Background: an optimization exercise with open tools, aiming at small area. Do not read the settings as production practice.
In this exercise RTL edits were held to simulation tests only and were not proved equivalent to the original.
Power and IR drop assume default switching activity. The clock port is modelled as an ideal driver; clocking choices that lean on that would not hold on a real chip.

==> flow/design.v (excerpt) <==
module scope_top (
  input  logic                                CLOCK_50,
  input  logic                                hps_fpga_reset_n,
  input  logic [scope_cfg_pkg::adc_width-1:0] adc_bus,
  output logic                                hold_n,
  output logic                                convt,
  output scope_types_pkg::mbox_addr_t         mbox_addr,
  input  scope_types_pkg::mbox_word_u         mbox_rdata,
  input  logic                                host_reading,
  output scope_types_pkg::buf_addr_t          host_addr,
  output logic                                host_write,
  output scope_types_pkg::host_word_t         host_wdata,
  output logic                                host_busy
);
Size: ~7,300 cells after synthesis, about 5,100 flip-flops, roughly 80 I/O pins, roughly 0.11 sq mm of cells after synthesis.
export LEC_CHECK = 0
export ABC_AREA = 1
export CAP_MARGIN = 20
export CORE_MARGIN = 2
export CORE_UTILIZATION = 65
export CTS_BUF_LIST = sky130_fd_sc_hd__clkbuf_16
export CTS_CLUSTER_DIAMETER = 80
export CTS_CLUSTER_SIZE = 32
export SLEW_MARGIN = 20
export SYNTH_MEMORY_MAX_BITS = 8192
create_clock -name core_clock -period 10.0 [get_ports {CLOCK_50}]
standard.sh (not shown) runs the stock make flow with config.mk's settings and CLKGATE_MAP_FILE= SYNTH_SCRIPT=/design/flow/synth_recipe.tcl, a recipe that flattens the netlist after the stock synthesis.
==> flow/flow/run.sh <==
#!/bin/bash
# Standard layout, with two changes: port buffers use the smallest buffer, and clock tree
# synthesis inserts no dummy loads. Each tool's output goes to a log file in this folder.
set -e

export BUFFER_PORTS_ARGS="-buffer_cell sky130_fd_sc_hd__buf_1"
export CTS_ARGS="-sink_clustering_enable -repair_clock_nets -sink_clustering_size 32 -sink_clustering_max_diameter 80 -buf_list sky130_fd_sc_hd__clkbuf_16 -dont_use_dummy_load"
bash standard.sh > standard.log 2>&1
Change:
--- a/flow/flow/run.sh
+++ b/flow/flow/run.sh
@@ -7 +7 @@
-export CTS_ARGS="-sink_clustering_enable -repair_clock_nets -sink_clustering_size 32 -sink_clustering_max_diameter 80 -buf_list sky130_fd_sc_hd__clkbuf_16 -dont_use_dummy_load"
+export CTS_ARGS="-sink_clustering_enable -repair_clock_nets -sink_clustering_size 35 -sink_clustering_max_diameter 70 -buf_list sky130_fd_sc_hd__clkbuf_16 -dont_use_dummy_load"
CAP_MARGIN = 0   (was 20)
CTS_BUF_LIST = unset   (was sky130_fd_sc_hd__clkbuf_16)
CTS_CLUSTER_DIAMETER = unset   (was 80)
CTS_CLUSTER_SIZE = unset   (was 32)
SLEW_MARGIN = 0   (was 20)
=>
- synthesized cell count is unchanged
- worst setup slack improved by 0.16 ns
- routed wire length stays flat
- power fell slightly
- die area does not change
- clock power drops slightly
- core utilization goes down by 0.14 points
- cell area stays flat
Change:
--- a/flow/flow/run.sh
+++ b/flow/flow/run.sh
@@ -7 +7 @@
-export CTS_ARGS="-sink_clustering_enable -repair_clock_nets -sink_clustering_size 35 -sink_clustering_max_diameter 70 -buf_list sky130_fd_sc_hd__clkbuf_16 -dont_use_dummy_load"
+export CTS_ARGS="-sink_clustering_enable -repair_clock_nets -sink_clustering_size 38 -sink_clustering_max_diameter 50 -buf_list sky130_fd_sc_hd__clkbuf_16 -dont_use_dummy_load"
CAP_MARGIN = 20   (was 0)
CTS_BUF_LIST = sky130_fd_sc_hd__clkbuf_16   (was unset)
CTS_CLUSTER_DIAMETER = 80   (was unset)
CTS_CLUSTER_SIZE = 32   (was unset)
SLEW_MARGIN = 20   (was 0)
Result: The changed run finished with timing, DRC and antenna clean; routed wire length came out higher by 0.58%; via count came out higher by 0.85%; clock-buffer cell count came out higher by 56; synthesized cell count is unchanged; total power came out higher by 3.7%; synthesized area does not change; setup slack is worse by 0.096 ns; cell area came out higher by 1.2%; clock skew came out higher by 0.016 ns; die area is unchanged.

scope_top, a different RTL version from the one above (not shown whole).
Size in the first run: about 7300 cells after synthesis, roughly 5200 flip-flops, about 110000 µm² of cells after synthesis.
Design scope_top, start of the top module:
module scope_top (
  input  logic                                CLOCK_50,
  input  logic                                hps_fpga_reset_n,
  input  logic [scope_cfg_pkg::adc_width-1:0] adc_bus,
  output logic                                hold_n,
  output logic                                convt,
  output scope_types_pkg::mbox_addr_t         mbox_addr,
  input  scope_types_pkg::mbox_word_u         mbox_rdata,
  input  logic                                host_reading,
  output scope_types_pkg::buf_addr_t          host_addr,
  output logic                                host_write,
  output scope_types_pkg::host_word_t         host_wdata,
  output logic                                host_busy
);
export LEC_CHECK = 0
export ABC_AREA = 1
export CAP_MARGIN = 20
export CORE_MARGIN = 2
export CORE_UTILIZATION = 65
export CTS_BUF_LIST = sky130_fd_sc_hd__clkbuf_16
export CTS_CLUSTER_DIAMETER = 80
export CTS_CLUSTER_SIZE = 32
export SLEW_MARGIN = 20
export SYNTH_MEMORY_MAX_BITS = 8192
create_clock -name core_clock -period 10.0 [get_ports {CLOCK_50}]
==> flow/flow/run.sh <==
#!/bin/bash
# Standard layout, with two changes: port buffers use the smallest buffer, and clock tree
# synthesis inserts no dummy loads. Each tool's output goes to a log file in this folder.
set -e
cp standard.sh standard_sh.log.txt 2>/dev/null || true
export BUFFER_PORTS_ARGS="-buffer_cell sky130_fd_sc_hd__buf_1"
export CTS_ARGS="-sink_clustering_enable -repair_clock_nets -sink_clustering_size 32 -sink_clustering_max_diameter 80 -buf_list sky130_fd_sc_hd__clkbuf_16 -dont_use_dummy_load"
bash standard.sh > standard.log 2>&1
==> next run, changes <==
==> flow/run.sh (new file) <==
#!/bin/bash
# synth_recipe.tcl (not shown) runs the flow's synth.tcl, then flattens the netlist and writes it again
# the make line also repeats each setting of config.mk as NAME=value (left out here)
make -C /OpenROAD-flow-scripts/flow DESIGN_CONFIG=/design/flow/config.mk WORK_HOME=/design/flow/orfs CLKGATE_MAP_FILE= SYNTH_SCRIPT=/design/flow/synth_recipe.tcl finish
--- a/flow/config.mk
+++ b/flow/config.mk
@@ -10,7 +10,7 @@
 export CORE_MARGIN = 2
 export CORE_UTILIZATION = 65
-export CTS_BUF_LIST = sky130_fd_sc_hd__clkbuf_16
-export CTS_CLUSTER_DIAMETER = 80
-export CTS_CLUSTER_SIZE = 32
+export CTS_BUF_LIST = sky130_fd_sc_hd__clkbuf_8
+export CTS_CLUSTER_DIAMETER = 50
+export CTS_CLUSTER_SIZE = 16
 export SLEW_MARGIN = 20
 export SYNTH_MEMORY_MAX_BITS = 8192
removed: flow/flow/run.sh
removed: flow/standard.sh
Effect: The changed run went through all stages and came out clean; final area grows by 1.2%; clock power went up by 7.0%; routed wire length rose by 1.5%; sequential power is about the same; power rose by 2.1%; maximum frequency shrinks by 8.3%; critical path depth rose by 2.

-- what the ideal ports hide --
No port has a modelled driver above. Below, the same layouts with a new extraction and two added sets of constraints.
Step 1, drivers: a clkbuf_16 drives CLOCK_50 and a buf_2 each remaining input, both assumed.
Step 2 times the ports against the registers' clock, not the clock port: input delays grow and output delays shrink by t, the midpoint of the rising clock arrivals with the driver on.
Slacks: ideal ports / drivers / drivers and shift; pairs: ideal ports / drivers.
run	t, ns	setup slack, ns	worst register clock-pin slew, ns
the first run of note 1	0.896	3.436 / 3.354 / 4.250	0.12 / 0.12
the second run of note 1	0.892	3.597 / 3.514 / 4.406	0.12 / 0.12
the third run of note 1	0.930	3.501 / 3.416 / 4.347	0.12 / 0.12
the first run of note 2	0.893	3.600 / 3.517 / 4.411	0.12 / 0.12
the second run of note 2	1.120	3.021 / 2.947 / 4.067	0.10 / 0.10
After both steps every run listed still meets setup and hold.
